From an optimization exercise on the open Yosys and OpenROAD flow, aimed at small area, a short achievable clock period and few clock cycles per item; shortcuts taken in it are not production practice. RTL that was checked went through simulation tests only; none was proved equivalent to the original. Function not checked in run 2: the RTL went through the layout flow alone. No activity file was given, so power comes from the tool's default toggle rates.

<file path="design/flow/run.sh">
#!/bin/bash
# synth_recipe.tcl (not shown) runs the flow's synth.tcl, then flattens the netlist and writes it again
# the make line also repeats each setting of config.mk as NAME=value (left out here)
make -C /OpenROAD-flow-scripts/flow DESIGN_CONFIG=/design/flow/config.mk WORK_HOME=/design/flow/orfs CLKGATE_MAP_FILE= SYNTH_SCRIPT=/design/flow/synth_recipe.tcl finish
</file>
<file path="design/flow/config.mk">
export PLATFORM = sky130hd
export DESIGN_NAME = pci_target_top
export DESIGN_NICKNAME = pci_target_top
export VERILOG_FILES = /design/flow/design.v
export SDC_FILE = /design/flow/constraint.sdc
export NUM_CORES = 4
export LEC_CHECK = 0
export CAP_MARGIN = 20
export CORE_MARGIN = 2
export CORE_UTILIZATION = 40
export SLEW_MARGIN = 20
</file>
<file path="design/flow/constraint.sdc">
create_clock -name core_clock -period 5.0 [get_ports {clk}]
set_input_delay 1.0000 -clock core_clock [delete_from_list [all_inputs] [get_ports {clk}]]
set_output_delay 1.0000 -clock core_clock [all_outputs]
set_load 0.01 [all_outputs]
</file>
<file path="design/flow/design.v">
`default_nettype none
package pci_target_pkg;
	localparam logic [31:0] MEM_BASE = 32'h0000_1000;   
	localparam logic [3:0] CMD_MEM_READ      = 4'b0110;
	localparam logic [3:0] CMD_MEM_WRITE     = 4'b0111;
	localparam logic [3:0] CMD_MEM_READ_MULT = 4'b1100;
	localparam logic [3:0] CMD_MEM_READ_LINE = 4'b1110;
endpackage
`default_nettype wire
`timescale 1ns/1ps
`default_nettype none
module target_ram
(
	input  wire logic        clk,
	input  wire logic [4:0]  e_addr,    
	input  wire logic [3:0]  e_lane,    
	input  wire logic [31:0] e_data,
	input  wire logic [4:0]  o_addr,    
	input  wire logic [3:0]  o_lane,
	input  wire logic [31:0] o_data,
	input  wire logic [5:0]  r_addr,    
	output logic      [31:0] rdata
);
	logic        ph;                   
	logic [63:0][31:0] raw;            
	logic [31:0] e_col;                
	logic [31:0] o_col;
	always_ff @(posedge clk)
		ph <= !ph;
	assign e_col = e_data ^ {32{ph}};
	assign o_col = o_data ^ {32{ph}};
	for (genvar w = 0; w < 64; w++)
	begin : g_word
		logic [3:0]  sel;
		logic [31:0] col;
		assign sel = (w % 2 == 0) ? ((e_addr == 5'(w / 2)) ? e_lane : 4'd0)
		                          : ((o_addr == 5'(w / 2)) ? o_lane : 4'd0);
		assign col = (w % 2 == 0) ? e_col : o_col;
		for (genvar b = 0; b < 4; b++)
		begin : g_lane
			always_ff @(posedge clk)
				raw[w][b*8 +: 8] <= ~(({8{sel[b]}} & col[b*8 +: 8]) | raw[w][b*8 +: 8]);
		end
	end
	logic [63:0] r_sel;
	logic [31:0] r_or;
	always_comb
	begin
		r_sel = 64'd1 << r_addr;
		r_or  = '0;
		for (int w = 0; w < 64; w++)
			r_or = r_or | (raw[w] & {32{r_sel[w]}});
	end
	assign rdata = r_or ^ {32{ph}};
endmodule
`default_nettype wire
`timescale 1ns/1ps
`default_nettype none
module pci_target_top
(
	input  wire logic        clk,
	input  wire logic        rst,
	input  wire logic        frame,
	input  wire logic        irdy,
	input  wire logic [31:0] ad_in,
	input  wire logic [3:0]  cbe_in,
	output logic             devsel,
	output logic             trdy,
	output logic             stop,
	output logic      [31:0] ad_out,
	output logic             ad_oe
);
	logic       idle;       
	logic       miss;       
	logic       turn;       
	logic       wr;         
	logic       rd;         
	logic       rl;         
	logic       lin;        
	logic [1:0] kc;         
	logic [5:0] ptr;        
	logic [5:0] ptr_nxt;
	logic       claim;
	logic       xfer;       
	logic       we;         
	logic       last_ld;    
	logic       p_we;
	logic [5:0] p_ptr;
	logic [3:0] p_be;
	logic [31:0] p_data;
	logic [31:0] rdata;
	assign claim = (ad_in[31:8] == 24'h00_0010) && !ad_in[0] &&
	               ((cbe_in == pci_target_pkg::CMD_MEM_READ)      ||
	                (cbe_in == pci_target_pkg::CMD_MEM_WRITE)     ||
	                (cbe_in == pci_target_pkg::CMD_MEM_READ_MULT) ||
	                (cbe_in == pci_target_pkg::CMD_MEM_READ_LINE));
	assign xfer    = !trdy && !irdy;
	assign we      = xfer && wr;
	assign ptr_nxt = lin ? ptr + 6'd1 : {ptr[5:2], ptr[1:0] + 2'd1};
	assign last_ld = (lin && ptr == 6'd63) || (rd && kc == 2'd1) || (rl && kc == 2'd3);
	always_ff @(posedge clk)
	begin
		if (idle)
		begin
			wr  <= cbe_in == pci_target_pkg::CMD_MEM_WRITE;
			rd  <= cbe_in == pci_target_pkg::CMD_MEM_READ;
			rl  <= cbe_in == pci_target_pkg::CMD_MEM_READ_LINE;
			lin <= !ad_in[1];
			kc  <= 2'd0;
			ptr <= ad_in[7:2];
		end
		else if (turn || xfer)
		begin
			kc  <= kc + 2'd1;
			ptr <= ptr_nxt;
		end
	end
	always_ff @(posedge clk)
	begin
		if (!rst)
		begin
			idle   <= 1'b1;
			miss   <= 1'b0;
			turn   <= 1'b0;
			devsel <= 1'b1;
			trdy   <= 1'b1;
			stop   <= 1'b1;
			ad_oe  <= 1'b0;
		end
		else if (idle)
		begin
			if (!frame)                                     
			begin
				idle <= 1'b0;
				if (claim)
				begin
					devsel <= 1'b0;
					if (cbe_in == pci_target_pkg::CMD_MEM_WRITE)
					begin
						trdy <= 1'b0;
						stop <= !(!ad_in[1] && ad_in[7:2] == 6'd63);
					end
					else
						turn <= 1'b1;
				end
				else
					miss <= 1'b1;
			end
		end
		else if (miss)
		begin
			if (frame && irdy)                              
			begin
				miss <= 1'b0;
				idle <= 1'b1;
			end
		end
		else if (turn)
		begin
			turn  <= 1'b0;
			trdy  <= 1'b0;
			ad_oe <= 1'b1;
			stop  <= !last_ld;
		end
		else if (!trdy)
		begin
			if (!irdy)
			begin
				if (frame)                                  
				begin
					idle   <= 1'b1;
					devsel <= 1'b1;
					trdy   <= 1'b1;
					stop   <= 1'b1;
					ad_oe  <= 1'b0;
				end
				else if (!stop)                             
				begin
					trdy  <= 1'b1;
					ad_oe <= 1'b0;
				end
				else
					stop <= !(wr ? (lin && ptr == 6'd62) : last_ld);
			end
		end
		else                                                
		begin
			idle   <= 1'b1;
			devsel <= 1'b1;
			stop   <= 1'b1;
		end
	end
	always_ff @(posedge clk)
	begin
		if (trdy || !irdy)
			ad_out <= rdata;
	end
	always_ff @(posedge clk)
	begin
		p_we   <= we;
		p_ptr  <= ptr;
		p_be   <= ~cbe_in;
		p_data <= ad_in;
	end
	target_ram u_ram
	(
		.clk    (clk),
		.e_addr (ptr[0] ? p_ptr[5:1] : ptr[5:1]),
		.e_lane (ptr[0] ? (p_we ? p_be : 4'd0) : (we ? ~cbe_in : 4'd0)),
		.e_data (ptr[0] ? p_data : ad_in),
		.o_addr (ptr[0] ? ptr[5:1] : p_ptr[5:1]),
		.o_lane (ptr[0] ? (we ? ~cbe_in : 4'd0) : (p_we ? p_be : 4'd0)),
		.o_data (ptr[0] ? ad_in : p_data),
		.r_addr (ptr),
		.rdata  (rdata)
	);
endmodule
`default_nettype wire
</file>
==> flow_summary_export.csv, run 1 <==
group,metric,value,unit
global_route,global_route.usage.met1,50.4,%
timing,max_slew_margin,13.7,%
layout,final_layout_size_suffix_gt1_share,13.9,%
clocking,cts.sinks,2142,
clocking,root_buffer,"clkbuf_16",
global_route,grt_max_degree,62,
critical_path,critical_path_arrival,5250,ps
clocking,cts_buffers,204,
layout,syn2layout_area_growth,19.3,%
clocking,cts_resized,0,
power,power_density,442,mW/mm²
timing,rsz0062_at_grt,"false",
place,port_buffers,75,
critical_path,crit_type,"reg -> reg",
timing,fin_crit_sh,91.5,%
layout,num-fill-cells,16100,
critical_path,crit_fanout,18,
global_route,grt_pass1_wl,484,mm
outcome,outcome,"finished clean",
timing,hold_slack,403,ps
clocking,ctsLongestPathBuffers,3,
power,vdd_drop_max,0.404,mV
min_path,hold_class,"reg -> reg",
clocking,cts_tree,"done",
yosys,ys.flop_type,"dfxtp_1",
clocking,insertion_delay,900,ps
global_route,antenna_found_initial,20,
global_route,gr-total-overflow,0,
clocking,post_cts_buffers,0,
place,gp_congestion,1.06,
global_route,grtUsageMet3,13.1,%
routing,vias_per_cell,6.71,
timing,setup_tns,0,ps
timing,setup_viol,0,
min_path,whs_path_depth,1,
yosys,synthesis.nets,7098,
floorplan,die_x,427,µm
critical_path,worstSetupEndpointType,"flop",
global_route,top_usage_layer,"met2",
timing,fmax,0.219,GHz
timing,min_period,4570,ps
layout,nets,7380,
timing,worstMarginPinSlew,1290,ps
routing,drt-total-wl,358,mm
yosys,synth.cell_area,0.0717,mm²
floorplan,row_count,155,
clocking,cts_hold_buf,0,
routing,wire_per_inst,36.2,µm
routing,drc_errors,0,
timing,hold_violations,0,
routing,vias,66300,
job,drv_cap,0,
critical_path,worst-endpoint-required,5680,ps
clocking,cts.clk_slew.worst_paths,70,ps
yosys,synth_edf_count,42,
floorplan,core_region_area,0.178,mm²
global_route,use_met2,51.6,%
place,dpl.hpwl,239,mm
floorplan,io_pins,76,
routing,firstDrtPassIters,8,
global_route,grt_pass1_vias,60300,
yosys,ys_warn_count,2,
yosys,ys_seq_area_share,60.4,%
power,leakagePower,32.1,nW
yosys,avgSynthCellArea,10.2,µm²
clocking,htree_levels,4,
critical_path,r2r_cells,10,
floorplan,die_h,427,µm
yosys,async_reset_ff_share,0,%
yosys,synthDistinctLibCells,81,
floorplan,die_area,0.183,mm²
timing,fin_worst_skew,54.6,ps
global_route,grt_use_total,37.8,%
floorplan,start_util,40.2,%
routing,antenna_left,0,
timing,slew_violations,0,
yosys,ys_seq_elements,2142,
routing,drt_iter0_drc,12100,
critical_path,startpoint_type,"flop",
yosys,synthCells,7050,
-- critical path: stages (launching register included) --
cell	delay (ps)
edfxtp_1	450
inv_1	200
ha_1	620
nand3b_1	700
nor2_4	720
buf_4	630
a22oi_1	230
nand4_1	190
or4_1	210
nor4_2	80
xnor2_1	300
-- layout by cell type (no fill, tap or decap), drive strengths merged, types with 98 or more instances in the layout --
cell and count:
clkbuf 308, a21oi 2079, xnor2 98, buf 484
dfxtp 2100, a22oi 715, nand4 108, nor3 139
mux2i 163, nand2 225, nor2 292
-- cells by family (layout without fill, tap and decap cells) --
logic type                 after synthesis  after routing  share of synthesized area, %
buffers and inverters                  502            962                          2.95
and+or+nand+nor                        997            997                          6.96
AOI/OAI and AO/OA                     3120           3120                          25.7
other                                    0             15                             0
xor gates and xnor gates               100            100                          1.22
adders and majority gates                8              8                         0.140
muxes                                  181            181                          2.64
DFF                                   2142           2142                          60.4
-- worst paths after layout --
path / start / endpoint / slack (ps)
worst max-delay path: ptr[0] / ad_out[19] / 430
worst min-delay path: u_ram.raw[1396] / u_ram.raw[1396] / 400
worst min register to register: u_ram.raw[1396] / u_ram.raw[1396] / 400
worst max register to register: ptr[0] / ad_out[19] / 430
-- per-stage QoR --
| step | std cells | utilization, % | total power, mW | setup slack, ps | cell area, µm² |
|---|---|---|---|---|---|
| 6_report | 9880 | 48.0 | 37.8 | 426 | 85500 |
| 5_1_grt | 9865 | 48.0 | 38.4 | 520 | 85500 |
| 4_1_cts | 9863 | 47.9 | 37.6 | 663 | 85500 |
| 3_5_place_dp | 9479 | 44.0 | 21.6 | 682 | 78300 |
| 3_3_place_gp | 9476 | 43.9 | 21.5 | 90.1 | 78300 |
| 2_1_floorplan | 7050 | - | 19.5 | 2140 | 71700 |
-- metal layers --
metal / share of wire (%) / wire, µm
met2: 40 / 142000
met3: 15 / 53800
met4: 7.4 / 26300
met1: 38 / 136000
met5: 0.0075 / 27
-- power breakdown --
| group | internal (mW) | switching, mW | total [mW] | leakage, nW |
|---|---|---|---|---|
| logic | 0.875 | 2.82 | 3.69 | 8.85 |
| registers | 17.5 | 0.260 | 17.7 | 19.7 |
| clock network | 9.31 | 7.12 | 16.4 | 3.51 |
-- synth_stat cells, types with 12 or more instances --
cell,number,share of area [%]
a222oi_1,18,0.25
nor4_1,39,0.34
nor2b_1,12,0.10
a221oi_1,26,0.32
a221o_1,28,0.39
mux2_2,14,0.22
inv_1,17,0.089
buf_1,52,0.27
nand2b_1,14,0.12
edfxtp_1,42,1.8
buf_2,97,0.68
mux2i_1,162,2.3
nand4_1,108,0.94
a22oi_1,714,7.5
buf_4,14,0.15
o22ai_1,39,0.34
nand3_1,40,0.28
nor3_1,109,0.76
a22o_1,62,0.76
and3_1,45,0.39
a31oi_1,20,0.17
a2111oi_0,16,0.20
nor3_2,30,0.42
dfxtp_1,2100,59
clkbuf_1,313,1.6
or3_1,30,0.26
a32o_1,14,0.20
nor2_1,291,1.5
a21oi_1,2079,15
xnor2_1,98,1.2
o21ai_0,32,0.22
nand2_1,224,1.2
-- state kept, by name, indices dropped and copies added, names as in the netlist, 2 cells and up --
signal	cells
u_ram.raw	2048
ad_out	32
p_data	32
ptr	6
p_ptr	5
p_be	4
kc	2
-- layout make-up --
| type | count | area (µm²) | share of cell area (%) |
|---|---|---|---|
| Inverter | 18 | 67.6 | 0.0790 |
| Tap cell | 2355 | 2950 | 3.44 |
| Clock inverter | 76 | 985 | 1.15 |
| Timing Repair Buffer | 560 | 4680 | 5.47 |
| Sequential cell | 2142 | 43300 | 50.6 |
| Multi-Input combinational cell | 4406 | 27400 | 32.0 |
| Clock buffer | 308 | 6130 | 7.17 |
| Antenna cell | 15 | 37.5 | 0.0439 |
Testbench counts, summed over its fixed seeds: cycles 35,152, words 23,255.
==> run 2: changes to the inputs <==
--- a/design/flow/design.v
+++ b/design/flow/design.v
@@ -18,7 +18,8 @@
 	input  wire logic [4:0]  o_addr,    
 	input  wire logic [3:0]  o_lane,
 	input  wire logic [31:0] o_data,
-	input  wire logic [5:0]  r_addr,    
+	input  wire logic [7:0]  r_hi,      
+	input  wire logic [7:0]  r_lo,      
 	output logic      [31:0] rdata
 );
 	logic        ph;                   
@@ -46,7 +47,8 @@
 	logic [31:0] r_or;
 	always_comb
 	begin
-		r_sel = 64'd1 << r_addr;
+		for (int w = 0; w < 64; w++)
+			r_sel[w] = r_hi[w / 8] && r_lo[w % 8];
 		r_or  = '0;
 		for (int w = 0; w < 64; w++)
 			r_or = r_or | (raw[w] & {32{r_sel[w]}});
@@ -80,6 +82,11 @@
 	logic [1:0] kc;         
 	logic [5:0] ptr;        
 	logic [5:0] ptr_nxt;
+	logic [7:0] rs_hi;      
+	logic [7:0] rs_lo;      
+	logic [7:0] rc_hi;      
+	logic [7:0] rc_lo;
+	logic       hold;       
 	logic       claim;
 	logic       xfer;       
 	logic       we;         
@@ -108,11 +115,23 @@
 			lin <= !ad_in[1];
 			kc  <= 2'd0;
 			ptr <= ad_in[7:2];
+			rs_hi <= 8'd1 << ad_in[7:5];
+			rs_lo <= 8'd1 << ad_in[4:2];
 		end
 		else if (turn || xfer)
 		begin
+			rc_hi <= rs_hi;
+			rc_lo <= rs_lo;
 			kc  <= kc + 2'd1;
 			ptr <= ptr_nxt;
+			if (lin)
+			begin
+				rs_lo <= {rs_lo[6:0], rs_lo[7]};
+				if (rs_lo[7])
+					rs_hi <= {rs_hi[6:0], rs_hi[7]};
+			end
+			else                                            
+				rs_lo <= {rs_lo[6:4], rs_lo[7], rs_lo[2:0], rs_lo[3]};
 		end
 	end
 	always_ff @(posedge clk)
@@ -190,11 +209,9 @@
 			stop   <= 1'b1;
 		end
 	end
-	always_ff @(posedge clk)
-	begin
-		if (trdy || !irdy)
-			ad_out <= rdata;
-	end
+	assign hold = !trdy && irdy;
+	always_ff @(posedge clk)
+		ad_out <= rdata;
 	always_ff @(posedge clk)
 	begin
 		p_we   <= we;
@@ -211,7 +228,8 @@
 		.o_addr (ptr[0] ? ptr[5:1] : p_ptr[5:1]),
 		.o_lane (ptr[0] ? (we ? ~cbe_in : 4'd0) : (p_we ? p_be : 4'd0)),
 		.o_data (ptr[0] ? ad_in : p_data),
-		.r_addr (ptr),
+		.r_hi   (hold ? rc_hi : rs_hi),
+		.r_lo   (hold ? rc_lo : rs_lo),
 		.rdata  (rdata)
 	);
 endmodule
--- a/design/flow/config.mk
+++ b/design/flow/config.mk
@@ -7,5 +7,8 @@
 export LEC_CHECK = 0
 export CAP_MARGIN = 20
 export CORE_MARGIN = 2
-export CORE_UTILIZATION = 40
+export CORE_UTILIZATION = 45
+export CTS_CLUSTER_DIAMETER = 80
+export CTS_CLUSTER_SIZE = 30
+export SETUP_SLACK_MARGIN = 2.5
 export SLEW_MARGIN = 20
==> run 2 against run 1 <==
  * Die area decreased by 11%
  * Sequential power about the same
  * Core utilization up 9.4 points
  * Critical path depth unchanged
  * Still clean
  * Register-to-register slack better by 1700 ps
  * Clock power fell by 36%
  * Critical path type unchanged
==> flow_summary_export.csv, run 2 <==
group,metric,value,unit
yosys,synthesis.nets,6819,
min_path,min_from,"ad_in[29]",
yosys,synth_edf_count,42,
clocking,cts_tree,"done",
layout,largest_register_ff_count,2048,
power,comb_power_share,15.0,%
yosys,netlist.area_leader.share,59.6,%
critical_path,crit_buf_inv,3,
yosys,async_reset_ff_share,0,%
power,leakagePower,34.4,nW
yosys,synth_area_leaders,"dfxtp_1 (60%), a21oi_1 (14%), a22o_1 (6.3%)",
global_route,grt_use_total,44.1,%
clocking,root_buffer,"clkbuf_16",
floorplan,core_region_area,0.158,mm²
yosys,synth.cell_area,0.0716,mm²
routing,firstDrtPassIters,7,
place,dp_cells,8943,
job,drv_cap,0,
yosys,synth.most_common_cell,"dfxtp_1",
global_route,grtUsageMet3,16.4,%
critical_path,startpoint_type,"flop",
clocking,cts.sinks,2174,
critical_path,path_depth,10,
yosys,ys_seq_area_share,61.4,%
global_route,grt_pass1_vias,61100,
yosys,synth_common_cells,"dfxtp_1 (2132), a21oi_1 (2053), a22o_1 (512)",
layout,fin_cells,9503,
power,seq_power_share,53.5,%
critical_path,worstSetupEndpointType,"flop",
global_route,grt_pass1_wl,502,mm
layout,syn2layout_area_growth,26.8,%
layout,final_layout_size_suffix_gt1_share,23.3,%
clocking,htree_levels,3,
global_route,grt_max_degree,49,
layout,reg_top3,"u_ram.raw (2048), ad_out (32), p_data (32)",
global_route,global_route.usage.met1,56.3,%
timing,slew_violations,0,
critical_path,critical_path_arrival,3650,ps
timing,fmax,0.343,GHz
timing,hold_violations,0,
place,dpl.hpwl,231,mm
clocking,cts_buffers,100,
critical_path,worst-endpoint-required,5730,ps
critical_path,cpMaxStageDelayCell,"a221oi_1",
place,port_buffers,75,
routing,wire_per_inst,39.8,µm
floorplan,die_h,403,µm
timing,rsz0062_at_grt,"true",
power,pwr-share-clk,31.4,%
layout,finalInstanceArea,0.0908,mm²
global_route,gr-total-overflow,0,
critical_path,critPathMaxStageDelay,380,ps
yosys,ys_warn_count,2,
min_path,hold_class,"in -> reg",
layout,final_cell_mix,"dfxtp_1 (2109), a21oi_1 (2052), buf_4 (570)",
power,p_sw_share,30.3,%
floorplan,die_area,0.162,mm²
timing,max_slew_margin,24.2,%
yosys,ys.flop_type,"dfxtp_1",
layout,top_register,"u_ram.raw",
layout,seq_area,0.0440,mm²
critical_path,cp-startpoint,"trdy",
floorplan,die_x,403,µm
routing,drc_errors,0,
layout,nets,7388,
routing,antenna_left,0,
yosys,synthDistinctLibCells,47,
yosys,synth_top_area_cell,"dfxtp_1",
routing,drt_iter0_drc,12900,
power,internal-power,23.2,mW
yosys,ys_seq_elements,2174,
critical_path,r2r_cells,10,
timing,fin_worst_skew,43.1,ps
place,place_area,0.0796,mm²
global_route,use_met2,60.3,%
timing,fin_crit_sh,58.4,%
power,power_density,367,mW/mm²
floorplan,row_count,146,
routing,drt-total-wl,378,mm
global_route,antenna_found_initial,16,
critical_path,crit_family,"simple AND/OR/NAND/NOR gates",
routing,vias,68000,
routing,vias_per_cell,7.15,
layout,num-fill-cells,13100,
min_path,whs_path_depth,1,
layout,layout_commonest_cell,"dfxtp_1",
power,vdd_drop_max,0.276,mV
layout,multi_input_area,0.0302,mm²
timing,setup_tns,0,ps
global_route,top_usage_layer,"met2",
critical_path,crit_fanout,16,
clocking,ctsLongestPathBuffers,3,
critical_path,r2r-start,"trdy",
yosys,synthCells,6775,
timing,min_period,2920,ps
outcome,outcome,"finished clean",
clocking,cts.clk_slew.worst_paths,110,ps
floorplan,start_util,45.2,%
critical_path,crit_type,"reg -> reg",
clocking,insertion_delay,800,ps
yosys,avgSynthCellArea,10.6,µm²
floorplan,io_pins,76,
power,p_switching,10.1,mW
place,gp_congestion,1.03,
critical_path,path_cells,"nand2b_4, buf_6, buf_16, mux2i_4, buf_4, a22o_1, a221oi_1, nand4_1, nor4_2, xnor2_1",
timing,setup_viol,0,
timing,worstMarginPinSlew,1130,ps
-- run 2: cell count changes after synthesis, moves of 32 or more --
cell and delta:
a22oi_1 -714, a221oi_1 +485, a22o_1 +450, nor2_1 -138, clkbuf_1 +43, and3_1 -40
nand2_1 -38, nor4_1 -35, dfxtp_1 +32
-- run 2: logic make-up after synthesis --
logic type,count (synthesis),share of synthesized area [%]
AO/OA/AOI/OAI,3142,27.5
XOR/XNOR,100,1.22
adder cells (fa/ha/maj),4,0.0699
buffers and inverters,537,3.09
flip-flops,2174,61.4
multiplexers,132,1.85
AND/OR/NAND/NOR,686,4.85
-- run 2: worst paths after layout --
path,endpoint,slack [ps]
worst max-delay path,ad_out[27],2080
worst min-delay path,p_data[29],320
worst min register to register,u_ram.raw[1507],410
worst max register to register,ad_out[27],2080
-- run 2: power by group through the flow --
stage | combinational, mW | sequential (mW) | clock (mW)
4_1_cts | 4.29 | 17.8 | 10.3
5_1_grt | 4.88 | 17.9 | 11.0
3_5_place_dp | 3.65 | 18.2 | 0
6_report | 5.01 | 17.8 | 10.5
2_1_floorplan | 1.66 | 18.1 | 0
3_3_place_gp | 3.59 | 18.2 | 0
-- run 2: cell type report --
type / count / area share (%)
Sequential cell: 2174 / 48.4
Timing Repair Buffer: 963 / 11.5
Clock inverter: 61 / 0.823
Inverter: 37 / 0.165
Clock buffer: 112 / 2.90
Multi-Input combinational cell: 4068 / 33.3
Tap cell: 2072 / 2.86
Antenna cell: 16 / 0.0441
-- run 2: what timing repair did --
item	in CTS	in global routing
setup endpoints to repair	2120	1241
pin swaps	106	138
hold endpoints to repair	0	0
hold buffers	0	0
gates resized for setup	458	351
buffers inserted	220	128
cloned	16	7
-- run 2: worst register-to-register path, cell delays in order (launching register included) --
cell,delay (ps)
dfxtp_4,370
nand2b_4,190
buf_6,160
buf_16,160
mux2i_4,210
buf_4,270
a22o_1,360
a221oi_1,380
nand4_1,320
nor4_2,280
xnor2_1,160
-- run 2: metrics by stage --
step	power [mW]	setup slack, ps	hold WS (ps)	util, %
2_1_floorplan	19.8	2260	346	-
3_3_place_gp	21.8	207	396	50.2
3_5_place_dp	21.9	367	399	50.3
4_1_cts	32.5	2180	351	55.4
5_1_grt	33.7	2100	314	57.4
6_report	33.3	2080	323	57.4
-- run 2: per-layer routing --
metal	part of all wire, %	vias up
li1	-	26800
met1	35	33000
met2	39	6450
met3	16	1719
met4	9.6	14
met5	0.052	-
==> run 3: changes to the inputs <==
--- a/design/flow/design.v
+++ b/design/flow/design.v
@@ -14,22 +14,27 @@
 	input  wire logic        clk,
 	input  wire logic [4:0]  e_addr,    
 	input  wire logic [3:0]  e_lane,    
-	input  wire logic [31:0] e_data,
 	input  wire logic [4:0]  o_addr,    
 	input  wire logic [3:0]  o_lane,
-	input  wire logic [31:0] o_data,
+	input  wire logic [31:0] c_data,    
+	input  wire logic        c_odd,     
 	input  wire logic [7:0]  r_hi,      
 	input  wire logic [7:0]  r_lo,      
 	output logic      [31:0] rdata
 );
 	logic        ph;                   
 	logic [63:0][31:0] raw;            
+	logic [31:0] c_col;                
+	logic [31:0] p_col;                
 	logic [31:0] e_col;                
 	logic [31:0] o_col;
 	always_ff @(posedge clk)
 		ph <= !ph;
-	assign e_col = e_data ^ {32{ph}};
-	assign o_col = o_data ^ {32{ph}};
+	assign c_col = c_data ^ {32{ph}};
+	always_ff @(posedge clk)
+		p_col <= ~c_col;
+	assign e_col = c_odd ? p_col : c_col;
+	assign o_col = c_odd ? c_col : p_col;
 	for (genvar w = 0; w < 64; w++)
 	begin : g_word
 		logic [3:0]  sel;
@@ -94,7 +99,6 @@
 	logic       p_we;
 	logic [5:0] p_ptr;
 	logic [3:0] p_be;
-	logic [31:0] p_data;
 	logic [31:0] rdata;
 	assign claim = (ad_in[31:8] == 24'h00_0010) && !ad_in[0] &&
 	               ((cbe_in == pci_target_pkg::CMD_MEM_READ)      ||
@@ -217,17 +221,16 @@
 		p_we   <= we;
 		p_ptr  <= ptr;
 		p_be   <= ~cbe_in;
-		p_data <= ad_in;
 	end
 	target_ram u_ram
 	(
 		.clk    (clk),
 		.e_addr (ptr[0] ? p_ptr[5:1] : ptr[5:1]),
 		.e_lane (ptr[0] ? (p_we ? p_be : 4'd0) : (we ? ~cbe_in : 4'd0)),
-		.e_data (ptr[0] ? p_data : ad_in),
 		.o_addr (ptr[0] ? ptr[5:1] : p_ptr[5:1]),
 		.o_lane (ptr[0] ? (we ? ~cbe_in : 4'd0) : (p_we ? p_be : 4'd0)),
-		.o_data (ptr[0] ? ad_in : p_data),
+		.c_data (ad_in),
+		.c_odd  (ptr[0]),
 		.r_hi   (hold ? rc_hi : rs_hi),
 		.r_lo   (hold ? rc_lo : rs_lo),
 		.rdata  (rdata)
--- a/design/flow/config.mk
+++ b/design/flow/config.mk
@@ -10,5 +10,5 @@
 export CORE_UTILIZATION = 45
 export CTS_CLUSTER_DIAMETER = 80
 export CTS_CLUSTER_SIZE = 30
-export SETUP_SLACK_MARGIN = 2.5
+export SETUP_SLACK_MARGIN = 2.6
 export SLEW_MARGIN = 20
==> run 3 against run 2 <==
  * Core utilization rose by 3.0 points
  * Critical path depth up 3
  * Clock skew is 13 ps lower
  * Maximum frequency shrank 11%
  * Clock power about the same
  * Die area shrank 0.52%
  * Worst setup slack got worse by 350 ps
  * Highest routed layer unchanged
  * Critical endpoint is now ad_out[17]
  * Routed wire length up 8.5%
  * Still clean on timing, DRC and antenna
  * Largest power group unchanged
==> flow_summary_export.csv, run 3 <==
group,metric,value,unit
layout,largest_register_ff_count,2048,
layout,top_register,"u_ram.raw",
timing,rsz0062_at_grt,"true",
layout,syn2layout_area_growth,33.0,%
yosys,ys.flop_type,"dfxtp_1",
power,power,34.8,mW
layout,reg_top3,"u_ram.raw (2048), ad_out (32), u_ram.p_col (32)",
floorplan,core_region_area,0.157,mm²
yosys,synth.cell_area,0.0712,mm²
floorplan,start_util,45.4,%
timing,worstMarginPinSlew,1260,ps
global_route,gr-total-overflow,0,
critical_path,worstSetupEndpointType,"flop",
timing,slew_violations,0,
critical_path,crit_family,"buffers and inverters",
yosys,async_reset_ff_share,0,%
clocking,root_buffer,"clkbuf_16",
routing,drt-total-wl,410,mm
clocking,ctsLongestPathBuffers,3,
floorplan,io_pins,76,
timing,hold_violations,0,
place,port_buffers,75,
yosys,ys_seq_elements,2174,
timing,fin_crit_sh,65.4,%
yosys,synth_common_cells,"dfxtp_1 (2132), a21oi_1 (2121), a221oi_1 (512), a22o_1 (512), clkbuf_1 (363)",
critical_path,critPathMaxStageDelay,370,ps
yosys,avgSynthCellArea,10.5,µm²
routing,firstDrtPassIters,10,
layout,final_cell_mix,"dfxtp_1 (2100), a21oi_1 (2054), buf_4 (634)",
layout,layout_commonest_cell,"dfxtp_1",
global_route,global_route.usage.met1,58.7,%
global_route,top_usage_layer,"met2",
timing,fin_worst_skew,30.2,ps
critical_path,r2r_cells,13,
critical_path,cp-startpoint,"trdy",
place,dpl.hpwl,234,mm
critical_path,cpMaxStageDelayCell,"nor4_2",
outcome,outcome,"finished clean",
layout,num-fill-cells,12400,
yosys,synth_area_leaders,"dfxtp_1 (60%), a21oi_1 (15%), a221oi_1 (6.3%)",
floorplan,die_x,402,µm
critical_path,critical_path_arrival,3950,ps
place,dp_slack,331,ps
critical_path,reg2reg_slack,1730,ps
routing,antenna_left,0,
routing,drt_iter0_drc,15200,
routing,drc_errors,0,
yosys,netlist.area_leader.share,59.9,%
power,vdd_drop_max,0.315,mV
clocking,cts_tree,"done",
floorplan,row_count,145,
clocking,cts_buffers,99,
critical_path,crit_fanout,7,
critical_path,crit_end,"ad_out[17]",
critical_path,crit_buf_inv,6,
floorplan,die_h,402,µm
floorplan,die_area,0.161,mm²
critical_path,r2r-start,"trdy",
critical_path,path_depth,13,
min_path,hold_class,"reg -> reg",
yosys,synthDistinctLibCells,45,
timing,setup_viol,0,
timing,setup_tns,0,ps
global_route,use_met2,62.1,%
clocking,htree_levels,3,
timing,setup_slack,1730,ps
global_route,grt_use_total,47.3,%
yosys,ys_seq_area_share,61.7,%
power,power_density,367,mW/mm²
global_route,antenna_found_initial,36,
global_route,grtUsageMet3,24.3,%
yosys,synth_edf_count,42,
global_route,grt_pass1_wl,532,mm
yosys,synth_top_area_cell,"dfxtp_1",
critical_path,worst-endpoint-required,5680,ps
critical_path,crit_type,"reg -> reg",
routing,wire_per_inst,42.2,µm
timing,min_period,3270,ps
clocking,cts.clk_slew.worst_paths,110,ps
place,gp_congestion,1.02,
global_route,grt_pass1_vias,63300,
critical_path,worstReg2RegEnd,"ad_out[17]",
layout,final_layout_size_suffix_gt1_share,27.2,%
routing,vias,72400,
power,leakagePower,36.0,nW
job,drv_cap,0,
layout,nets,7610,
yosys,ys_warn_count,2,
timing,max_slew_margin,15.2,%
timing,fmax,0.306,GHz
yosys,synthCells,6806,
clocking,insertion_delay,800,ps
global_route,grt_max_degree,46,
yosys,synthesis.nets,6850,
yosys,synth.most_common_cell,"dfxtp_1",
critical_path,startpoint_type,"flop",
routing,vias_per_cell,7.45,
layout,finish.utilization,60.4,%
clocking,cts.sinks,2174,
critical_path,path_cells,"nand2b_4, buf_12, buf_6, buf_8, buf_16, mux2i_4, buf_6, buf_12, a22o_1, a221oi_2, nand4_1, nor4_2, xnor2_1",
clocking,cts_hold_buf,0,
-- run 3: changes by cell type in the layout (fill, tap and decap cells not counted), moves of 24 or more --
cell	change
a21oi_4	+80
a221oi_1	-33
buf_12	+47
buf_4	+64
diode_2	+24
dlygate4sd2_1	-27
mux2i_1	-64
nor2_1	+72
nor3_1	-64
nor3_2	+31
nor3_4	+35
xnor2_2	-45
-- run 3: repair_timing --
action / in CTS / in global routing
buffers inserted: 343 / 184
setup endpoints to repair: 2125 / 1538
hold endpoints to repair: 0 / 0
gates cloned: 47 / 15
gates resized for setup: 714 / 309
pin swaps: 176 / 150
-- run 3: per-layer routing --
metal	wire length, µm	vias to the layer above
li1	-	27300
met1	138000	34800
met2	153000	8008
met3	77700	2334
met4	41000	28
met5	729	-
-- run 3: cell families (layout without fill, tap and decap cells) --
family / Yosys count / count (layout) / synth area share [%]
AO/OA/AOI/OAI: 3205 / 3236 / 28.1
flip-flops: 2174 / 2174 / 61.7
AND/OR/NAND/NOR: 745 / 745 / 5.20
buffers and inverters: 539 / 1331 / 3.08
multiplexers: 71 / 71 / 1.00
XOR/XNOR: 68 / 68 / 0.836
adder cells (fa/ha/maj): 4 / 4 / 0.0703
other: 0 / 40 / 0
-- run 3: worst min-delay path by stage --
stage,startpoint,endpoint,slack [ps],depth (start not counted)
after floorplan,ptr[2],p_ptr[2],350,0
after global placement,u_ram.raw[1485],u_ram.raw[1485],400,1
after detailed placement,u_ram.raw[1441],u_ram.raw[1441],400,1
after CTS,u_ram.raw[964],u_ram.raw[964],410,1
after global routing,u_ram.raw[1463],u_ram.raw[1463],420,1
final,u_ram.raw[869],u_ram.raw[869],410,1
-- run 3: cell type report --
type / instances / area, µm² / share of cell area (%)
Sequential cell: 2174 / 44000 / 46.5
Multi-Input combinational cell: 4124 / 31600 / 33.4
Timing Repair Buffer: 1130 / 12800 / 13.6
Clock buffer: 108 / 2610 / 2.75
Tap cell: 2058 / 2570 / 2.72
Clock inverter: 56 / 759 / 0.802
Inverter: 35 / 151 / 0.160
Antenna cell: 40 / 100 / 0.106
Timing Repair inverter: 2 / 41.3 / 0.0436
-- run 3: power by group --
| part | switching, mW | total (mW) | internal, mW |
|---|---|---|---|
| combinational | 4.46 | 6.31 | 1.85 |
| clock | 6.32 | 10.6 | 4.24 |
| sequential | 0.260 | 17.9 | 17.6 |
| total | 11.0 | 34.8 | 23.7 |
-- run 3: through the flow --
stage / hold slack [ps] / std cells / instance area (µm²)
6_report: 413 / 9727 / 94700
5_1_grt: 420 / 9691 / 94600
4_1_cts: 413 / 9488 / 90900
3_5_place_dp: 399 / 8934 / 79900
3_3_place_gp: 396 / 8922 / 79600
2_1_floorplan: 346 / 6806 / 73000
-- run 3: worst register-to-register path, stage by stage (launching register included) --
cell	delay, ps
dfxtp_4	360
nand2b_4	190
buf_12	170
buf_6	120
buf_8	120
buf_16	150
mux2i_4	370
buf_6	260
buf_12	150
a22o_1	250
a221oi_2	310
nand4_1	230
nor4_2	370
xnor2_1	140
Testbench counts of run 3, summed over its fixed seeds: cycles 35,152, words 23,255.
==> run 4: changes to the inputs <==
--- a/design/flow/design.v
+++ b/design/flow/design.v
@@ -89,9 +89,6 @@
 	logic [5:0] ptr_nxt;
 	logic [7:0] rs_hi;      
 	logic [7:0] rs_lo;      
-	logic [7:0] rc_hi;      
-	logic [7:0] rc_lo;
-	logic       hold;       
 	logic       claim;
 	logic       xfer;       
 	logic       we;         
@@ -124,8 +121,6 @@
 		end
 		else if (turn || xfer)
 		begin
-			rc_hi <= rs_hi;
-			rc_lo <= rs_lo;
 			kc  <= kc + 2'd1;
 			ptr <= ptr_nxt;
 			if (lin)
@@ -213,9 +208,11 @@
 			stop   <= 1'b1;
 		end
 	end
-	assign hold = !trdy && irdy;
-	always_ff @(posedge clk)
-		ad_out <= rdata;
+	always_ff @(posedge clk)
+	begin
+		if (trdy || !irdy)
+			ad_out <= rdata;
+	end
 	always_ff @(posedge clk)
 	begin
 		p_we   <= we;
@@ -231,8 +228,8 @@
 		.o_lane (ptr[0] ? (we ? ~cbe_in : 4'd0) : (p_we ? p_be : 4'd0)),
 		.c_data (ad_in),
 		.c_odd  (ptr[0]),
-		.r_hi   (hold ? rc_hi : rs_hi),
-		.r_lo   (hold ? rc_lo : rs_lo),
+		.r_hi   (rs_hi),
+		.r_lo   (rs_lo),
 		.rdata  (rdata)
 	);
 endmodule
--- a/design/flow/config.mk
+++ b/design/flow/config.mk
@@ -9,6 +9,7 @@
 export CORE_MARGIN = 2
 export CORE_UTILIZATION = 45
 export CTS_CLUSTER_DIAMETER = 80
-export CTS_CLUSTER_SIZE = 30
-export SETUP_SLACK_MARGIN = 2.6
+export CTS_CLUSTER_SIZE = 20
+export SETUP_SLACK_MARGIN = 2.4
 export SLEW_MARGIN = 20
+export TNS_END_PERCENT = 20
==> run 4 against run 3 <==
  * Critical path depth down 6
  * Area after synthesis rose by 1.1%
  * Cell area fell by 7.4%
  * Sequential share of layout area up 3.5 points
  * Combinational power is 4.4% lower
  * Register-to-register slack better by 40 ps
  * Synthesized cell count grew 5.5%
  * Clock power increased by 5%
  * Via count fell by 3.6%
  * Cell count down 1.0%
  * Highest routed layer unchanged
==> flow_summary_export.csv, run 4 <==
group,metric,value,unit
place,port_buffers,75,
place,dpl.hpwl,225,mm
floorplan,start_util,45.4,%
routing,wire_per_inst,39.0,µm
global_route,grt_pass1_vias,63300,
layout,final_layout_size_suffix_gt1_share,17.7,%
floorplan,io_pins,76,
layout,final_cell_mix,"a21oi_1 (2195), dfxtp_1 (2098), a22oi_1 (555)",
routing,vias_per_cell,7.25,
layout,reg_top3,"u_ram.raw (2048), ad_out (32), u_ram.p_col (32)",
clocking,cts_tree,"done",
critical_path,reg2reg_slack,1770,ps
timing,worstMarginPinSlew,1310,ps
yosys,synth_top_area_cell,"dfxtp_1",
outcome,outcome,"finished clean",
yosys,netlist.area_leader.share,58.4,%
yosys,synthDistinctLibCells,68,
yosys,ys_seq_elements,2158,
clocking,ctsLongestPathBuffers,3,
layout,syn2layout_area_growth,21.7,%
power,internal-power,24.0,mW
routing,firstDrtPassIters,10,
routing,drc_errors,0,
yosys,synthCells,7177,
yosys,synth.cell_area,0.0720,mm²
clocking,insertion_delay,820,ps
critical_path,crit_fanout,8,
floorplan,core_region_area,0.159,mm²
yosys,synth_common_cells,"a21oi_1 (2272), dfxtp_1 (2100), a22oi_1 (591)",
yosys,synth.most_common_cell,"a21oi_1",
timing,max_slew_margin,12.7,%
power,p_sw_share,30.8,%
global_route,gr-total-overflow,0,
layout,top_register,"u_ram.raw",
place,dp_cells,9160,
floorplan,row_count,146,
layout,fin_cells,9630,
global_route,grt_use_total,43.7,%
timing,slew_violations,0,
power,power_density,395,mW/mm²
routing,vias,69900,
yosys,async_reset_ff_share,0,%
yosys,synthesis.nets,7221,
timing,fmax,0.310,GHz
layout,largest_register_ff_count,2048,
min_path,hold_class,"reg -> reg",
timing,fin_crit_sh,64.5,%
timing,rsz0062_at_grt,"true",
timing,setup_tns,0,ps
clocking,root_buffer,"clkbuf_16",
power,p_switching,10.6,mW
timing,min_period,3230,ps
timing,fin_worst_skew,30.0,ps
routing,drt_iter0_drc,15100,
global_route,grt_max_degree,64,
power,comb_power_share,17.4,%
timing,hold_violations,0,
clocking,cts_buffers,130,
job,drv_cap,0,
clocking,htree_levels,4,
critical_path,critical_path_arrival,3770,ps
yosys,synth_area_leaders,"dfxtp_1 (58%), a21oi_1 (16%), a22oi_1 (6.2%)",
layout,nets,7545,
critical_path,startpoint_type,"flop",
floorplan,die_x,404,µm
power,power,34.6,mW
timing,setup_slack,1770,ps
yosys,ys.flop_type,"dfxtp_1",
place,gp_congestion,1.03,
yosys,ys_warn_count,2,
power,seq_power_share,50.4,%
clocking,cts_hold_buf,0,
power,vdd_drop_max,0.406,mV
yosys,ys_seq_area_share,60.8,%
floorplan,die_h,404,µm
yosys,synth_edf_count,58,
timing,setup_viol,0,
clocking,cts.sinks,2158,
global_route,grt_pass1_wl,504,mm
power,pwr-share-clk,32.2,%
layout,layout_commonest_cell,"a21oi_1",
critical_path,worst-endpoint-required,5540,ps
routing,drt-total-wl,376,mm
critical_path,worstSetupEndpointType,"flop",
global_route,antenna_found_initial,18,
layout,finish.utilization,55.3,%
place,dp_slack,613,ps
clocking,cts.clk_slew.worst_paths,90,ps
power,leakagePower,31.3,nW
routing,antenna_left,0,
floorplan,die_area,0.163,mm²
critical_path,crit_type,"reg -> reg",
yosys,avgSynthCellArea,10.0,µm²
run 4: cell count changes after synthesis, moves of 136 or more:
cell      previous run  this run
a21oi_1           2121      2272
a221oi_1           512        28
a222oi_1             0       141
a22o_1             512        50
a22oi_1              1       591
nor2_1             215       351
o22ai_1              9       168
run 4: stage by stage:
| step | instance area, µm² | hold WS, ps |
|---|---|---|
| finish | 87600 | 408 |
| global route | 87600 | 412 |
| CTS | 85400 | 404 |
| detailed placement | 77300 | 392 |
| global placement | 77200 | 390 |
| floorplan | 72000 | 346 |
run 4: area by class of cell:
class | count | area [µm²]
Antenna cell | 10 | 25.0
Clock buffer | 165 | 3580
Clock inverter | 14 | 144
Fill cell | 13700 | 70900
Inverter | 32 | 267
Multi-Input combinational cell | 4421 | 28800
Sequential cell | 2158 | 43800
Tap cell | 2072 | 2590
Timing Repair Buffer | 757 | 8430
Timing Repair inverter | 1 | 8.76
run 4: metal layers:
| metal | global-route usage [%] | up-vias | share of wire [%] |
|---|---|---|---|
| met5 | 0 | - | 0.084 |
| li1 | - | 27600 | - |
| met3 | 19.0 | 1851 | 17 |
| met4 | 33.5 | 24 | 9.8 |
| met2 | 58.8 | 6760 | 39 |
| met1 | 54.5 | 33600 | 35 |
run 4: final timing paths:
path | startpoint | to | cells past startpoint
hold reg to reg | u_ram.raw[1571] | u_ram.raw[1571] | 1
setup / recovery | rs_hi[1] | ad_out[1] | 7
setup reg to reg | rs_hi[1] | ad_out[1] | 7
hold / removal | u_ram.raw[1571] | u_ram.raw[1571] | 1
run 4: cells by family after synthesis:
kind of cell | share of synthesized area, %
fa+ha+maj | 0.0695
buf+inv | 3.44
mux | 0.115
simple gates | 6.02
xor+xnor | 0.840
compound gates | 28.7
flops | 60.8
run 4: power groups by stage:
stage / Clock (mW) / Sequential [mW] / Combinational [mW]
final: 11.1 / 17.4 / 6.03
after global routing: 11.6 / 17.4 / 5.75
after CTS: 11.1 / 17.4 / 5.15
after detailed placement: 0 / 17.9 / 4.18
after global placement: 0 / 17.9 / 4.15
after floorplan: 0 / 17.8 / 1.83
run 4: repair_timing:
| item | CTS | global route |
|---|---|---|
| gates resized for setup | 557 | 225 |
| cloned | 30 | 12 |
| setup buffers | 153 | 81 |
| setup endpoints to repair | 2121 | 1536 |
| hold endpoints to repair | 0 | 0 |
| pin swaps | 143 | 112 |
run 4: worst max-delay path: stages, from the launching register on:
cell and delay (ps):
edfxtp_1 500, buf_12 210, a222oi_1 840, o22ai_1 260
nor2_1 150, nand4_1 210, or4_4 620, xnor2_2 150
Testbench counts of run 4, summed over its fixed seeds: cycles 35,152, words 23,255.
==> run 5: changes to the inputs <==
--- a/design/flow/design.v
+++ b/design/flow/design.v
@@ -18,8 +18,7 @@
 	input  wire logic [3:0]  o_lane,
 	input  wire logic [31:0] c_data,    
 	input  wire logic        c_odd,     
-	input  wire logic [7:0]  r_hi,      
-	input  wire logic [7:0]  r_lo,      
+	input  wire logic [63:0] r_sel,     
 	output logic      [31:0] rdata
 );
 	logic        ph;                   
@@ -48,12 +47,9 @@
 				raw[w][b*8 +: 8] <= ~(({8{sel[b]}} & col[b*8 +: 8]) | raw[w][b*8 +: 8]);
 		end
 	end
-	logic [63:0] r_sel;
 	logic [31:0] r_or;
 	always_comb
 	begin
-		for (int w = 0; w < 64; w++)
-			r_sel[w] = r_hi[w / 8] && r_lo[w % 8];
 		r_or  = '0;
 		for (int w = 0; w < 64; w++)
 			r_or = r_or | (raw[w] & {32{r_sel[w]}});
@@ -87,14 +83,16 @@
 	logic [1:0] kc;         
 	logic [5:0] ptr;        
 	logic [5:0] ptr_nxt;
-	logic [7:0] rs_hi;      
-	logic [7:0] rs_lo;      
+	logic [5:0] ptr_d;      
+	logic       odd;        
+	logic [4:0] ea;         
+	logic [4:0] oa;         
+	logic [63:0] rsel;      
 	logic       claim;
 	logic       xfer;       
 	logic       we;         
 	logic       last_ld;    
 	logic       p_we;
-	logic [5:0] p_ptr;
 	logic [3:0] p_be;
 	logic [31:0] rdata;
 	assign claim = (ad_in[31:8] == 24'h00_0010) && !ad_in[0] &&
@@ -115,23 +113,25 @@
 			rl  <= cbe_in == pci_target_pkg::CMD_MEM_READ_LINE;
 			lin <= !ad_in[1];
 			kc  <= 2'd0;
-			ptr <= ad_in[7:2];
-			rs_hi <= 8'd1 << ad_in[7:5];
-			rs_lo <= 8'd1 << ad_in[4:2];
+			rsel <= 64'd1 << ad_in[7:2];
 		end
 		else if (turn || xfer)
 		begin
 			kc  <= kc + 2'd1;
-			ptr <= ptr_nxt;
 			if (lin)
-			begin
-				rs_lo <= {rs_lo[6:0], rs_lo[7]};
-				if (rs_lo[7])
-					rs_hi <= {rs_hi[6:0], rs_hi[7]};
-			end
+				rsel <= {rsel[62:0], rsel[63]};
 			else                                            
-				rs_lo <= {rs_lo[6:4], rs_lo[7], rs_lo[2:0], rs_lo[3]};
-		end
+				for (int g = 0; g < 16; g++)
+					rsel[g*4 +: 4] <= {rsel[g*4 +: 3], rsel[g*4 + 3]};
+		end
+	end
+	assign ptr_d = idle ? ad_in[7:2] : (turn || xfer) ? ptr_nxt : ptr;
+	always_ff @(posedge clk)
+	begin
+		ptr <= ptr_d;
+		odd <= idle ? ad_in[2] : (turn || xfer) ? !odd : odd;
+		ea  <= ptr_d[0] ? ptr[5:1] : ptr_d[5:1];
+		oa  <= ptr_d[0] ? ptr_d[5:1] : ptr[5:1];
 	end
 	always_ff @(posedge clk)
 	begin
@@ -216,20 +216,18 @@
 	always_ff @(posedge clk)
 	begin
 		p_we   <= we;
-		p_ptr  <= ptr;
 		p_be   <= ~cbe_in;
 	end
 	target_ram u_ram
 	(
 		.clk    (clk),
-		.e_addr (ptr[0] ? p_ptr[5:1] : ptr[5:1]),
-		.e_lane (ptr[0] ? (p_we ? p_be : 4'd0) : (we ? ~cbe_in : 4'd0)),
-		.o_addr (ptr[0] ? ptr[5:1] : p_ptr[5:1]),
-		.o_lane (ptr[0] ? (we ? ~cbe_in : 4'd0) : (p_we ? p_be : 4'd0)),
+		.e_addr (ea),
+		.e_lane (odd ? (p_we ? p_be : 4'd0) : (we ? ~cbe_in : 4'd0)),
+		.o_addr (oa),
+		.o_lane (odd ? (we ? ~cbe_in : 4'd0) : (p_we ? p_be : 4'd0)),
 		.c_data (ad_in),
-		.c_odd  (ptr[0]),
-		.r_hi   (rs_hi),
-		.r_lo   (rs_lo),
+		.c_odd  (odd),
+		.r_sel  (rsel),
 		.rdata  (rdata)
 	);
 endmodule
==> run 5 against run 4 <==
  * First-iteration DRC count decreased by 17%
  * Worst setup slack improved by 270 ps
  * Still clean
  * Area after synthesis increased by 2.7%
  * Worst hold slack improved by 0.75 ps
  * Critical path type unchanged
  * Non-clock buffer count decreased by 302
  * Largest cell class unchanged
  * Flip-flop and latch count increased by 54
  * Clock skew decreased by 2.9 ps
  * Synthesized cell count decreased by 6.2%
==> flow_summary_export.csv, run 5 <==
group,metric,value,unit
routing,drt-total-wl,363,mm
yosys,synth_compound_area_share,27.4,%
timing,fin_worst_skew,27.0,ps
place,gp_congestion,1.00,
yosys,avgSynthCellArea,11.0,µm²
clocking,cts_tree,"done",
yosys,synth_top_family_by_area,"compound AO/OA/AOI/OAI gates",
global_route,grt_pass1_wl,486,mm
global_route,antenna_found_initial,21,
timing,fmax,0.338,GHz
layout,fin_cells,9063,
layout,num-fill-cells,14300,
yosys,synthDistinctLibCells,61,
floorplan,die_x,409,µm
routing,vias_per_cell,7.21,
power,power,34.5,mW
place,dp_slack,982,ps
layout,reg_top3,"u_ram.raw (2048), rsel (64)",
power,leakagePower,30.2,nW
yosys,ys_seq_area_share,61.3,%
clocking,root_buffer,"clkbuf_16",
layout,multi_input_area,0.0280,mm²
clocking,cts.sinks,2212,
clocking,cts.clk_slew.worst_paths,90,ps
clocking,insertion_delay,830,ps
critical_path,worstSetupEndpointType,"flop",
floorplan,io_pins,76,
timing,rsz0062_at_grt,"true",
global_route,grt_pass1_vias,58700,
layout,nets,6874,
layout,seq_area,0.0453,mm²
yosys,ys_warn_count,2,
timing,setup_viol,0,
place,dpl.hpwl,226,mm
routing,vias,65300,
timing,max_slew_margin,14.6,%
yosys,ys.flop_type,"dfxtp_1",
routing,antenna_left,0,
place,dp_cells,8702,
min_path,hold_class,"reg -> reg",
yosys,synthesis.nets,6779,
yosys,netlist.area_leader.share,57.2,%
yosys,synth_edf_count,101,
clocking,cts_hold_buf,0,
yosys,synth_common_cells,"dfxtp_1 (2111), a21oi_1 (2085), a221oi_1 (512), a22o_1 (512), clkbuf_1 (366)",
floorplan,start_util,45.4,%
yosys,yosys.area_share.simple,6.52,%
power,power_density,407,mW/mm²
timing,fin_crit_sh,59.1,%
yosys,synthCells,6735,
yosys,async_reset_ff_share,0,%
yosys,synthMuxAreaShare,0.787,%
yosys,synthAdderAreaFrac,0.0677,%
routing,drt_iter0_drc,12500,
critical_path,startpoint_type,"flop",
yosys,synth-xor-area-share,0.829,%
global_route,grt_max_degree,66,
critical_path,critical_path_arrival,3510,ps
global_route,gr-total-overflow,0,
timing,min_period,2960,ps
outcome,outcome,"finished clean",
timing,slew_violations,0,
global_route,grt_use_total,41.5,%
routing,wire_per_inst,40.1,µm
layout,top_register,"u_ram.raw",
routing,firstDrtPassIters,8,
floorplan,die_area,0.168,mm²
clocking,htree_levels,4,
layout,layout_commonest_cell,"dfxtp_1",
yosys,synth.most_common_cell,"dfxtp_1",
floorplan,die_h,409,µm
routing,drc_errors,0,
floorplan,core_region_area,0.163,mm²
job,drv_cap,0,
layout,syn2layout_area_growth,14.6,%
layout,finish.utilization,52.0,%
timing,worstMarginPinSlew,1270,ps
timing,setup_tns,0,ps
power,vdd_drop_max,0.429,mV
yosys,synth_area_leaders,"dfxtp_1 (57%), a21oi_1 (14%), a221oi_1 (6.1%)",
critical_path,worst-endpoint-required,5560,ps
clocking,ctsLongestPathBuffers,3,
layout,final_cell_mix,"dfxtp_1 (2105), a21oi_1 (2053), a22o_1 (512)",
floorplan,row_count,148,
yosys,synth_top_area_cell,"dfxtp_1",
clocking,cts_buffers,131,
layout,final_layout_size_suffix_gt1_share,14.3,%
critical_path,crit_fanout,14,
layout,largest_register_ff_count,2048,
critical_path,crit_type,"reg -> reg",
place,port_buffers,75,
yosys,ys_seq_elements,2212,
timing,setup_slack,2040,ps
timing,hold_violations,0,
yosys,synth.cell_area,0.0739,mm²
## run 5: cell types whose count changed in the layout (fill, tap and decap cells not counted), moves of 142 or more
cell      before   now
a21oi_1     2195  2053
a221oi_1      17   474
a22o_1        49   512
a22oi_1      555     0
buf_4        467   284
nor2_1       261    62
nor2_4        64   243
## run 5: path summary, 6_finish.rpt
path / start / endpoint / slack, ps / cells past startpoint
max: rsel[53] / ad_out[0] / 2040 / 6
min reg2reg: u_ram.raw[1862] / u_ram.raw[1862] / 410 / 1
min: u_ram.raw[1862] / u_ram.raw[1862] / 410 / 1
max reg2reg: rsel[53] / ad_out[0] / 2040 / 6
## run 5: critical path, cell delays in order (launching register included)
cell	delay, ps
edfxtp_1	460
buf_4	310
a22o_1	260
a221oi_1	550
nand4_1	350
nor4_1	640
xnor2_1	120
## run 5: kinds of logic (layout without fill, tap and decap cells)
logic type	after synthesis	after routing
buffers and inverters	548	681
xor gates and xnor gates	70	70
adders and majority gates	4	4
and+or+nand+nor	636	636
DFF	2212	2212
other	0	10
muxes	57	63
AOI/OAI and AO/OA	3208	3212
## run 5: power breakdown
part           switching [mW]  internal, mW
Combinational            3.92          1.00
Sequential              0.245          18.1
Clock                    6.19          5.05
Total                    10.4          24.1
## run 5: stage by stage
step / instance area, µm² / hold slack (ps)
floorplan: 74000 / 389
global placement: 77900 / 397
detailed placement: 77900 / 399
CTS: 83800 / 411
global route: 84700 / 416
finish: 84700 / 409
## run 5: cell type report
| class | instances | area share [%] |
|---|---|---|
| antenna | 10 | 0.0295 |
| clock buffer | 160 | 4.12 |
| clock inverter | 21 | 0.272 |
| inverter | 45 | 0.202 |
| multi-input combinational | 3985 | 33.0 |
| sequential | 2212 | 53.5 |
| tap | 2175 | 3.21 |
| timing repair buffer | 455 | 5.63 |
## run 5: repair_timing
action                     4_1_cts  5_1_grt
buffers inserted               109       44
resized for setup              131       25
setup endpoints to repair     1962     1298
cloned                           9        1
pin swaps                       61       22
hold endpoints to repair         0        0
## run 5: metal layers
layer	track usage, %	up-vias	routed length, µm
li1	-	25700	-
met1	53.9	31800	131000
met2	56.7	6317	142000
met3	15.5	1543	58200
met4	28.8	17	30900
met5	0.460	-	230
Testbench counts of run 5, summed over its fixed seeds: cycles 35,152, words 23,255.
==> run 6: changes to the inputs <==
--- a/design/flow/config.mk
+++ b/design/flow/config.mk
@@ -10,6 +10,5 @@
 export CORE_UTILIZATION = 45
 export CTS_CLUSTER_DIAMETER = 80
 export CTS_CLUSTER_SIZE = 20
-export SETUP_SLACK_MARGIN = 2.4
+export SETUP_SLACK_MARGIN = 2.5
 export SLEW_MARGIN = 20
-export TNS_END_PERCENT = 20
==> run 6 against run 5 <==
  * Register-to-register slack improved by 230 ps
  * Total power grew 1.8%
  * Flip-flop and latch count unchanged
  * Clock skew shrank 2.9 ps
  * First-iteration DRC count rose by 6.2%
  * Combinational power is 12% higher
  * Non-clock buffer count is 53 higher
  * Critical endpoint is now ad_out[11]
==> flow_summary_export.csv, run 6 <==
group,metric,value,unit
floorplan,core_region_area,0.163,mm²
yosys,avgSynthCellArea,11.0,µm²
power,leakagePower,30.9,nW
yosys,synth_top_area_cell,"dfxtp_1",
timing,setup_viol,0,
power,seq_power_share,52.2,%
clocking,insertion_delay,830,ps
global_route,antenna_found_initial,27,
layout,top_register,"u_ram.raw",
yosys,synth_area_leaders,"dfxtp_1 (57%), a21oi_1 (14%), a221oi_1 (6.1%)",
min_path,hold_class,"reg -> reg",
timing,fin_crit_sh,54.5,%
yosys,synth_common_cells,"dfxtp_1 (2111), a21oi_1 (2085), a221oi_1 (512), a22o_1 (512), clkbuf_1 (366)",
yosys,ys_warn_count,2,
floorplan,io_pins,76,
clocking,cts.clk_slew.worst_paths,90,ps
yosys,synth.cell_area,0.0739,mm²
layout,nets,6941,
routing,vias_per_cell,7.24,
min_path,whs_path_depth,1,
yosys,ys.flop_type,"dfxtp_1",
clocking,htree_levels,4,
place,dp_slack,982,ps
layout,num-fill-cells,14100,
timing,slew_violations,0,
power,power,35.1,mW
yosys,synthesis.nets,6779,
timing,rsz0062_at_grt,"true",
routing,firstDrtPassIters,9,
power,p_sw_share,30.5,%
global_route,gr-total-overflow,0,
layout,final_cell_mix,"dfxtp_1 (2105), a21oi_1 (2053), a22o_1 (510)",
routing,vias,66100,
critical_path,worstSetupEndpointType,"flop",
place,gp_congestion,1.00,
yosys,synth_edf_count,101,
yosys,netlist.area_leader.share,57.2,%
routing,drt_iter0_drc,13300,
routing,antenna_left,0,
power,vdd_drop_max,0.432,mV
power,pwr-share-clk,32.1,%
layout,syn2layout_area_growth,17.2,%
clocking,ctsLongestPathBuffers,3,
critical_path,worst-endpoint-required,5570,ps
global_route,grt_pass1_wl,492,mm
routing,drt-met1-wl,132,mm
layout,layout_commonest_cell,"dfxtp_1",
routing,wl_met2,146,mm
global_route,grt_pass1_vias,59000,
critical_path,crit_type,"reg -> reg",
layout,largest_register_ff_count,2048,
power,power_density,405,mW/mm²
timing,min_period,2720,ps
critical_path,startpoint_type,"flop",
yosys,synth.most_common_cell,"dfxtp_1",
timing,hold_violations,0,
outcome,outcome,"finished clean",
yosys,ys_seq_area_share,61.3,%
timing,fin_worst_skew,24.2,ps
power,p_switching,10.7,mW
routing,drc_errors,0,
place,dp_cells,8702,
place,dpl.hpwl,226,mm
power,internal-power,24.4,mW
power,comb_power_share,15.7,%
routing,top_layer,"met5",
clocking,cts_buffers,131,
layout,final_layout_size_suffix_gt1_share,17.0,%
global_route,grt_use_total,42.1,%
yosys,async_reset_ff_share,0,%
clocking,cts_hold_buf,0,
routing,wl_met3,62.9,mm
timing,setup_slack,2280,ps
floorplan,die_h,409,µm
layout,finish.utilization,53.2,%
floorplan,start_util,45.4,%
timing,setup_tns,0,ps
clocking,root_buffer,"clkbuf_16",
yosys,synthDistinctLibCells,61,
place,port_buffers,75,
clocking,cts.sinks,2212,
timing,worstMarginPinSlew,1240,ps
critical_path,crit_fanout,9,
global_route,grt_max_degree,66,
yosys,ys_seq_elements,2212,
yosys,synthCells,6735,
job,drv_cap,0,
floorplan,die_area,0.168,mm²
routing,drt-total-wl,375,mm
routing,wire_per_inst,41.1,µm
floorplan,row_count,148,
layout,reg_top3,"u_ram.raw (2048), rsel (64)",
critical_path,r2r_cells,6,
critical_path,critical_path_arrival,3290,ps
floorplan,die_x,409,µm
timing,fmax,0.367,GHz
clocking,cts_tree,"done",
timing,max_slew_margin,17.3,%
layout,fin_cells,9136,
run 6: cell count changes in the layout (fill, tap and decap cells not counted), sizes merged, moves of 3 or more:
cell / delta
a21oi: +11
buf: +56
clkbuf: +4
clkdlybuf4s15: +25
clkdlybuf4s50: -34
diode: +6
dlygate4sd2: +9
dlymetal6s2s: -9
mux2i: +3
run 6: power by group through the flow:
stage / logic (mW) / clock network [mW] / registers (mW)
3_3_place_gp: 3.97 / 0 / 18.9
2_1_floorplan: 1.80 / 0 / 18.6
4_1_cts: 4.72 / 11.1 / 18.3
5_1_grt: 5.27 / 11.7 / 18.3
3_5_place_dp: 4.00 / 0 / 18.9
6_report: 5.52 / 11.3 / 18.3
run 6: critical path: stages (launching register included):
cell and delay [ps]:
edfxtp_1 520, buf_4 240, buf_4 250, a221oi_1 380, nand4_1 410, nor4_4 550
xnor2_1 110
run 6: cell families (layout without fill, tap and decap cells):
kind of cell,Yosys count,in the layout,synth area share [%]
AO/OA/AOI/OAI,3208,3223,27.4
XOR/XNOR,70,70,0.829
adder cells (fa/ha/maj),4,4,0.0677
buffers and inverters,548,734,3.11
flip-flops,2212,2212,61.3
multiplexers,57,66,0.787
other,0,16,0
AND/OR/NAND/NOR,636,636,6.52
run 6: final timing paths:
| path | from | endpoint | slack [ps] |
|---|---|---|---|
| setup reg to reg | rsel[7] | ad_out[11] | 2280 |
| setup / recovery | rsel[7] | ad_out[11] | 2280 |
| hold reg to reg | u_ram.raw[508] | u_ram.raw[508] | 410 |
| hold / removal | u_ram.raw[508] | u_ram.raw[508] | 410 |
run 6: cell type report:
class	instances	area, µm²	area share [%]
Clock inverter	21	230	0.266
Tap cell	2175	2720	3.14
Sequential cell	2212	45300	52.3
Inverter	45	174	0.201
Multi-Input combinational cell	3999	29200	33.7
Clock buffer	160	3490	4.03
Antenna cell	16	40.0	0.0462
Timing Repair Buffer	508	5450	6.29
run 6: layer usage:
metal	GRT usage (%)	vias up
li1	-	25900
met1	53.9	32100
met2	57.1	6513
met3	17.0	1632
met4	29.7	27
met5	0.891	-
run 6: repair_timing:
item,in CTS,in global routing
setup endpoints to repair,2123,816
pin swaps,79,94
gates resized for setup,323,185
setup buffers,134,71
gates cloned,17,12
run 6: per-stage QoR:
step	hold slack, ps	cell area, µm²
3_5_place_dp	399	77900
6_report	409	86600
2_1_floorplan	389	74000
5_1_grt	416	86600
4_1_cts	411	84600
3_3_place_gp	397	77900

-- afterwards: timing with drivers on the ports --
No port has a modelled driver above. Below, the same layouts with a new extraction and two added sets of constraints.
Step 1 sets driving cells, clkbuf_16 on the clock port and buf_2 on the other inputs (assumed; they add their load-dependent delay and slew).
Step 2 times the ports against the registers' clock, not the clock port: input delays grow and output delays shrink by t, the midpoint of the rising clock arrivals with the driver on.
a / b / c = no drivers / after step 1 / after step 2; a / b = the first two.
run | shift t [ns] | setup slack, ns | worst setup path at the end | clock arrival spread, ns | pins driven straight from the clock port
run 1 | 0.958 | 0.426 / 0.426 / 0.426 | register to register | 0.054 / 0.054 | 1
run 2 | 0.871 | 2.080 / 2.080 / 1.304 | input to register | 0.046 / 0.047 | 1
run 3 | 0.870 | 1.728 / 1.728 / 0.946 | input to register | 0.039 / 0.038 | 1
run 4 | 0.883 | 1.773 / 1.773 / 1.410 | input to register | 0.037 / 0.037 | 1
run 5 | 0.909 | 2.044 / 2.044 / 1.372 | input to register | 0.032 / 0.031 | 1
run 6 | 0.909 | 2.276 / 2.276 / 1.426 | input to register | 0.029 / 0.029 | 1
After both steps setup and hold are still met in every run listed. The setup slack of run 6, which loses most, moves by 0.000 ns with the drivers and by -0.850 ns with both steps.
